Context: an optimization exercise on an open-source flow, tuned for small area and a short achievable clock period. The choices shown serve that exercise and are no tape-out recipe. At most, simulation tests tie the RTL to the original design; equivalence was not proved. No activity file was given, so power comes from the tool's default toggle rates.

== trial 21 ==
// trace_monitor
module trace_monitor #(
    parameter int XLEN          = 32,
    parameter int DELTA_WIDTH   = 16,
    parameter int WFI_HOLD      = 8,
    parameter int FIFO_DEPTH    = 8,
    parameter bit WRITE_ON_EDGE = 1'b1
) (
    input  wire logic clk,
    input  wire logic rst_n,
    input  wire logic [XLEN-1:0] pc,
    input  wire logic [31:0] instr,
    input  wire logic en,
    input  wire logic [3:0] ctrl_addr,
    input  wire logic [XLEN-1:0] ctrl_wdata,
    input  wire logic ctrl_write_enable,
    input  wire logic m_tready,
    output logic      m_tvalid,
    output logic [32+DELTA_WIDTH+XLEN-1:0] m_tdata,
    output logic      m_tlast,
    output logic      overflow
);
Size in the first run: ~2400 cells after synthesis, roughly 890 flip-flops, ~190 I/O pins, ~33000 sq um of cells after synthesis.
export LEC_CHECK = 0
export CAP_MARGIN = 20
export CORE_MARGIN = 2
export CORE_UTILIZATION = 65
export CTS_CLUSTER_DIAMETER = 100
export CTS_CLUSTER_SIZE = 30
export PLACE_DENSITY = 0.75
export SETUP_SLACK_MARGIN = 2.9
export SLEW_MARGIN = 20
export TNS_END_PERCENT = 5
create_clock -name core_clock -period 5.0 [get_ports {clk}]
run.sh (not shown) runs the stock make flow with config.mk's settings and CLKGATE_MAP_FILE= SYNTH_SCRIPT=/design/flow/synth_recipe.tcl, a recipe that flattens the netlist after the stock synthesis.
--- input diff trial 21..trial 62 ---
-- flow/design.v --
<<< trial 21, line 179
    logic [REC_W-1:0]  head_q;
    logic              valid_q, tlast_q, ovf_q;
    logic [MEM_N-1:0][REC_W-1:0] slot_d;
    logic [MEM_N-1:0]  slot_l;
    logic [MEM_N-1:0]  wr_oh, rd_oh, wr_oh_n, rd_oh_n;
>>> trial 62, line 179
    logic [REC_W-1:0]  head_q;
    logic              valid_q, tlast_q, ovf_q;
    logic [MEM_N-1:0][REC_W-1:0] slot_d;    
    logic [MEM_N-1:0][DELTA_WIDTH-1:0] slot_t;
    logic [MEM_N-1:0]  slot_l;
    logic [MEM_N-1:0]  wr_oh, rd_oh, wr_oh_n, rd_oh_n;
<<< trial 21, line 209
        end
    end
    always_ff @(posedge clk) begin
        for (int i = 0; i < MEM_N; i++) begin
            if (wr_oh_n[i] && !mtherm_n[MEM_N-1]) begin
                slot_d[i] <= {instr_s0, cycles_n, pc_s0};
                slot_l[i] <= hist_is_wfi_n;
            end
        end
    end
>>> trial 62, line 210
        end
    end
    logic [MEM_N-1:0] slot_we, wr_prev, we_00, we_01, we_10, we_11;
    assign wr_prev = {wr_oh[MEM_N-2:0], wr_oh[MEM_N-1]};    
    always_comb begin
        we_00 = mfull ? '0 : wr_oh;
        we_01 = wr_oh;
        if (mfull)    we_10 = '0;
        else if (mnz) we_10 = mtherm[MEM_N-2] ? '0 : wr_prev;
        else          we_10 = valid_q ? wr_prev : wr_oh;
        we_11 = (mnz && !mfull) ? wr_prev : wr_oh;
        case ({record_write, m_tready})
            2'b00:   slot_we = we_00;
            2'b01:   slot_we = we_01;
            2'b10:   slot_we = we_10;
            default: slot_we = we_11;
        endcase
    end
    always_ff @(posedge clk) begin
        for (int i = 0; i < MEM_N; i++) begin
            if (slot_we[i]) begin
                slot_d[i] <= {instr_s0, {DELTA_WIDTH{1'b0}}, pc_s0};
                slot_l[i] <= hist_is_wfi_n;
            end
        end
    end
    always_ff @(posedge clk) begin
        for (int i = 0; i < MEM_N; i++) begin
            if (wr_oh[i] && !mfull) slot_t[i] <= cycles;
        end
    end
<<< trial 21, line 220
        next_data = '0;
        next_last = 1'b0;
        for (int i = 0; i < MEM_N; i++) begin
            next_data = next_data | ({REC_W{rd_oh[i]}} & slot_d[i]);
            next_last = next_last | (rd_oh[i] && slot_l[i]);
        end
>>> trial 62, line 242
        next_data = '0;
        next_last = 1'b0;
        next_data[XLEN +: DELTA_WIDTH] = mnz ? '0 : cycles;
        for (int i = 0; i < MEM_N; i++) begin
            next_data[XLEN-1:0]            |= {XLEN{rd_oh[i]}} & slot_d[i][XLEN-1:0];
            next_data[REC_W-1:XLEN+DELTA_WIDTH] |= {32{rd_oh[i]}} & slot_d[i][REC_W-1:XLEN+DELTA_WIDTH];
            next_data[XLEN +: DELTA_WIDTH] |= {DELTA_WIDTH{rd_oh[i] && mnz}} & slot_t[i];
            next_last = next_last | (rd_oh[i] && slot_l[i]);
        end
==> run summary <==
The worst setup path startpoint comes out m_tready in one run and pc_s0[12] in the other, namely in trial 21 and trial 62 respectively. Trial 62 ended up with write_ok as its capture point of the critical path; trial 21 ended up with slot_d[383]. Maximum frequency shrinks by more than 10% when moving from trial 21 to trial 62. Between trial 21 and trial 62, the flow reports sum of internal, switching and leakage power increasing slightly. Trial 62 reports a higher adder-cell share of the synthesized area than trial 21 does. Portion of the layout cell area used by clock cells across trial 21 and trial 62: no real change. Taking trial 21 as the reference, in trial 62 pre-CTS worst setup slack shows an increase of 0.21 ns; inverter count of the layout excluding clock inverters shows a reduction of 3; number of nets produced by synthesis shows an increase of 41. Taking trial 21 as the reference, in trial 62 layout overhead on the synthesized area has decreased, post-route cell area now smaller, register area share after synthesis now sits lower, transition time of the tightest slew-check pin has decreased. Total detailed-routing wirelength: trial 21 and trial 62 compared, lower one is trial 62.
The RTL of trial 62 was laid out without a check of its function.

========
== pepper ==
trace_monitor, a different RTL version from the one above (not shown whole).
Size in the first run: ~2,400 cells after synthesis.
export LEC_CHECK = 0
export CAP_MARGIN = 20
export CORE_MARGIN = 2
export CORE_UTILIZATION = 70
export CTS_CLUSTER_DIAMETER = 100
export CTS_CLUSTER_SIZE = 30
export PLACE_DENSITY = 0.8
export SETUP_SLACK_MARGIN = 2.9
export SLEW_MARGIN = 20
export TNS_END_PERCENT = 30
create_clock -name core_clock -period 5.0 [get_ports {clk}]
standard.sh (not shown) runs the stock make flow with config.mk's settings and CLKGATE_MAP_FILE= SYNTH_SCRIPT=/design/flow/synth_recipe.tcl, a recipe that flattens the netlist after the stock synthesis.
==> flow/flow/run.sh <==
#!/bin/bash
# Layout flow: the standard ORFS flow (standard.sh, which also runs the
# standard synthesis unchanged), with one change: the port buffers that
# buffer_ports inserts are plain buf_1 cells instead of the delay buffer it
# picks by default. The timing repair steps may still resize them.
set -euo pipefail
export BUFFER_PORTS_ARGS="-buffer_cell sky130_fd_sc_hd__buf_1"
bash standard.sh > standard.log 2>&1
Setup changes, pepper to violet
-- flow/design.v --
<<< pepper, line 61
    logic [XLEN-1:0] start_addr_n, end_addr_n, lo_bound_n, hi_bound_n;
    logic            wr_lo, wr_hi;
    logic            start_en_w, end_en_w, lo_en_w, hi_en_w;
    assign start_en_w = (wr && ctrl_addr == trace_monitor_pkg::TRIG_START_EN) ? ctrl_wdata[0] : start_en;
    assign end_en_w   = (wr && ctrl_addr == trace_monitor_pkg::TRIG_END_EN)   ? ctrl_wdata[0] : end_en;
    assign lo_en_w    = (wr && ctrl_addr == trace_monitor_pkg::RANGE_LO_EN)   ? ctrl_wdata[0] : lo_en;
    assign hi_en_w    = (wr && ctrl_addr == trace_monitor_pkg::RANGE_HI_EN)   ? ctrl_wdata[0] : hi_en;
    assign wr    = WRITE_ON_EDGE ? (ctrl_write_enable & ~we_q) : ctrl_write_enable;
    assign wr_lo = wr && (ctrl_addr == trace_monitor_pkg::RANGE_LO);
>>> violet, line 61
    logic [XLEN-1:0] start_addr_n, end_addr_n, lo_bound_n, hi_bound_n;
    logic            wr_lo, wr_hi;
    assign wr    = WRITE_ON_EDGE ? (ctrl_write_enable & ~we_q) : ctrl_write_enable;
    assign wr_lo = wr && (ctrl_addr == trace_monitor_pkg::RANGE_LO);
<<< pepper, line 157
    logic       early_n, lo_keep, hi_keep, keep_n;
    logic       trig_hold, trig_end, trig_n, moved_n;
    logic       ok_c, ok_p, ok_w;
    assign cmp_lo = ucmp(pc_s0, lo_bound);
    assign cmp_hi = ucmp(pc_s0, hi_bound);
    assign cmp_wd = ucmp(pc_s0, ctrl_wdata);
    logic wfi_force_n, wfi_stop_n;
    assign wfi_force_n = hist_is_wfi && (wfi_cnt == WCNT_W'(WFI_HOLD - 2));
    assign wfi_stop_n  = hist_is_wfi && (wfi_cnt >= WCNT_W'(WFI_HOLD - 1));
    assign early_n = hist_ok_n && (pc_s0 != '0) && !wfi_stop_n;
    assign lo_keep = !lo_en_w || !cmp_lo[0];
    assign hi_keep = !hi_en_w || !cmp_hi[1];
    assign keep_n  = wr_lo ? hi_keep : (wr_hi ? lo_keep : (lo_keep && hi_keep));
    assign start_hit = start_en && (pc == start_addr);
    assign end_hit   = end_en && (pc == end_addr);
    assign trig_hold = (!start_en_w || started) && (!end_en_w || !ended);
    assign trig_end  = !start_en_w && !end_en_w;
    assign trig_n    = end_hit ? trig_end : (start_hit || trig_hold);
    assign moved_n   = (pc != pc_s0) || wfi_force_n;
    always_ff @(posedge clk) begin
        ok_c    <= early_n && keep_n;
        ok_p    <= trig_n && moved_n;
        ok_w    <= !(wr_lo && lo_en && cmp_wd[0]) && !(wr_hi && hi_en && cmp_wd[1]);
    end
    logic record_write;
    assign record_write = en && ok_c && ok_p && ok_w;
    localparam int LO_W = DELTA_WIDTH / 2;
    logic [DELTA_WIDTH-1:0] cycles, cycles_n, cycles_inc, carry;
>>> violet, line 152
    logic       early_n, lo_keep, hi_keep, keep_n;
    logic       trig_hold, trig_end, trig_n, moved_n;
    logic       ok_c, ok_p, wd_gt_q, wd_lt_q, wr_lo_q, wr_hi_q;
    assign cmp_lo = ucmp(pc_s0, lo_bound);
    assign cmp_hi = ucmp(pc_s0, hi_bound);
    assign cmp_wd = ucmp(pc_s0, ctrl_wdata);
    assign early_n = hist_ok_n && (pc_s0 != '0) && (wfi_cnt_n != WCNT_W'(WFI_HOLD));
    assign lo_keep = !lo_en_n || !cmp_lo[0];
    assign hi_keep = !hi_en_n || !cmp_hi[1];
    assign keep_n  = wr_lo ? hi_keep : (wr_hi ? lo_keep : (lo_keep && hi_keep));
    assign start_hit = start_en && (pc == start_addr);
    assign end_hit   = end_en && (pc == end_addr);
    assign trig_hold = (!start_en_n || started) && (!end_en_n || !ended);
    assign trig_end  = !start_en_n && !end_en_n;
    assign trig_n    = end_hit ? trig_end : (start_hit || trig_hold);
    assign moved_n   = (pc != pc_s0) || (wfi_cnt_n == WCNT_W'(WFI_HOLD - 1));
    always_ff @(posedge clk) begin
        ok_c    <= early_n && keep_n;
        ok_p    <= trig_n && moved_n;
        wd_gt_q <= cmp_wd[1];
        wd_lt_q <= cmp_wd[0];
        wr_lo_q <= wr_lo && lo_en;
        wr_hi_q <= wr_hi && hi_en;
    end
    logic record_write;
    assign record_write = en && ok_c && ok_p && !(wr_lo_q && wd_lt_q) && !(wr_hi_q && wd_gt_q);
    localparam int LO_W = DELTA_WIDTH / 2;
    logic [DELTA_WIDTH-1:0] cycles, cycles_n, cycles_inc, carry;
<<< pepper, line 259
            if (slot_we[i]) begin
                slot_d[i] <= {instr_s0, {DELTA_WIDTH{1'b0}}, pc_s0};
                slot_l[i] <= (instr_s0 == WFI);
            end
        end
>>> violet, line 254
            if (slot_we[i]) begin
                slot_d[i] <= {instr_s0, {DELTA_WIDTH{1'b0}}, pc_s0};
                slot_l[i] <= hist_is_wfi_n;
            end
        end
Results
- Clock group share of total power came out lower on violet than on pepper.
- Compared with pepper, violet shows area growth from synthesis to final layout lower by 0.98 points.
- violet ends up with a minimum clock period that is 0.065 ns higher than in pepper.
- In the flow results for pepper and violet, the pin count of the biggest net entering global routing is smaller on violet.
- Re clock tree buffer count of the final layout: pepper and violet aren't equal, and the lower value belongs to pepper.
- The share of the yosys chip area belonging to registers of violet is higher than that of pepper.

separate check: timing with driven ports:
In the flow no input, the clock included, has a driving cell. The finished layouts below were timed again as built, in two steps.
Step 1 assumes that a clkbuf_16 drives the clock port and a buf_2 every other input.
Step 2 times the ports against the registers' clock, not the clock port: input delays grow and output delays shrink by t, the midpoint of the rising clock arrivals with the driver on.
Slacks: ideal / step 1 / step 2; pairs: ideal / step 1.
| run | shift t [ns] | setup slack, ns | hold slack, ns | clock arrival spread, ns | slew at the worst register clock pin (ns) |
|---|---|---|---|---|---|
| trial 21 | 0.647 | 2.654 / 2.615 / 1.967 | 0.469 / 0.469 / 0.469 | 0.017 / 0.017 | 0.12 / 0.12 |
| trial 62 | 0.656 | 2.336 / 2.336 / 1.727 | 0.468 / 0.468 / 0.468 | 0.033 / 0.032 | 0.12 / 0.12 |
| pepper | 0.663 | 2.701 / 2.672 / 2.071 | 0.473 / 0.447 / 0.473 | 0.043 / 0.043 | 0.12 / 0.12 |
| violet | 0.658 | 2.636 / 2.636 / 2.013 | 0.469 / 0.442 / 0.469 | 0.025 / 0.026 | 0.12 / 0.12 |
After both steps every run listed still meets setup and hold. The setup slack of trial 21, which loses most, moves by -0.039 ns with the drivers and by -0.687 ns with both steps.
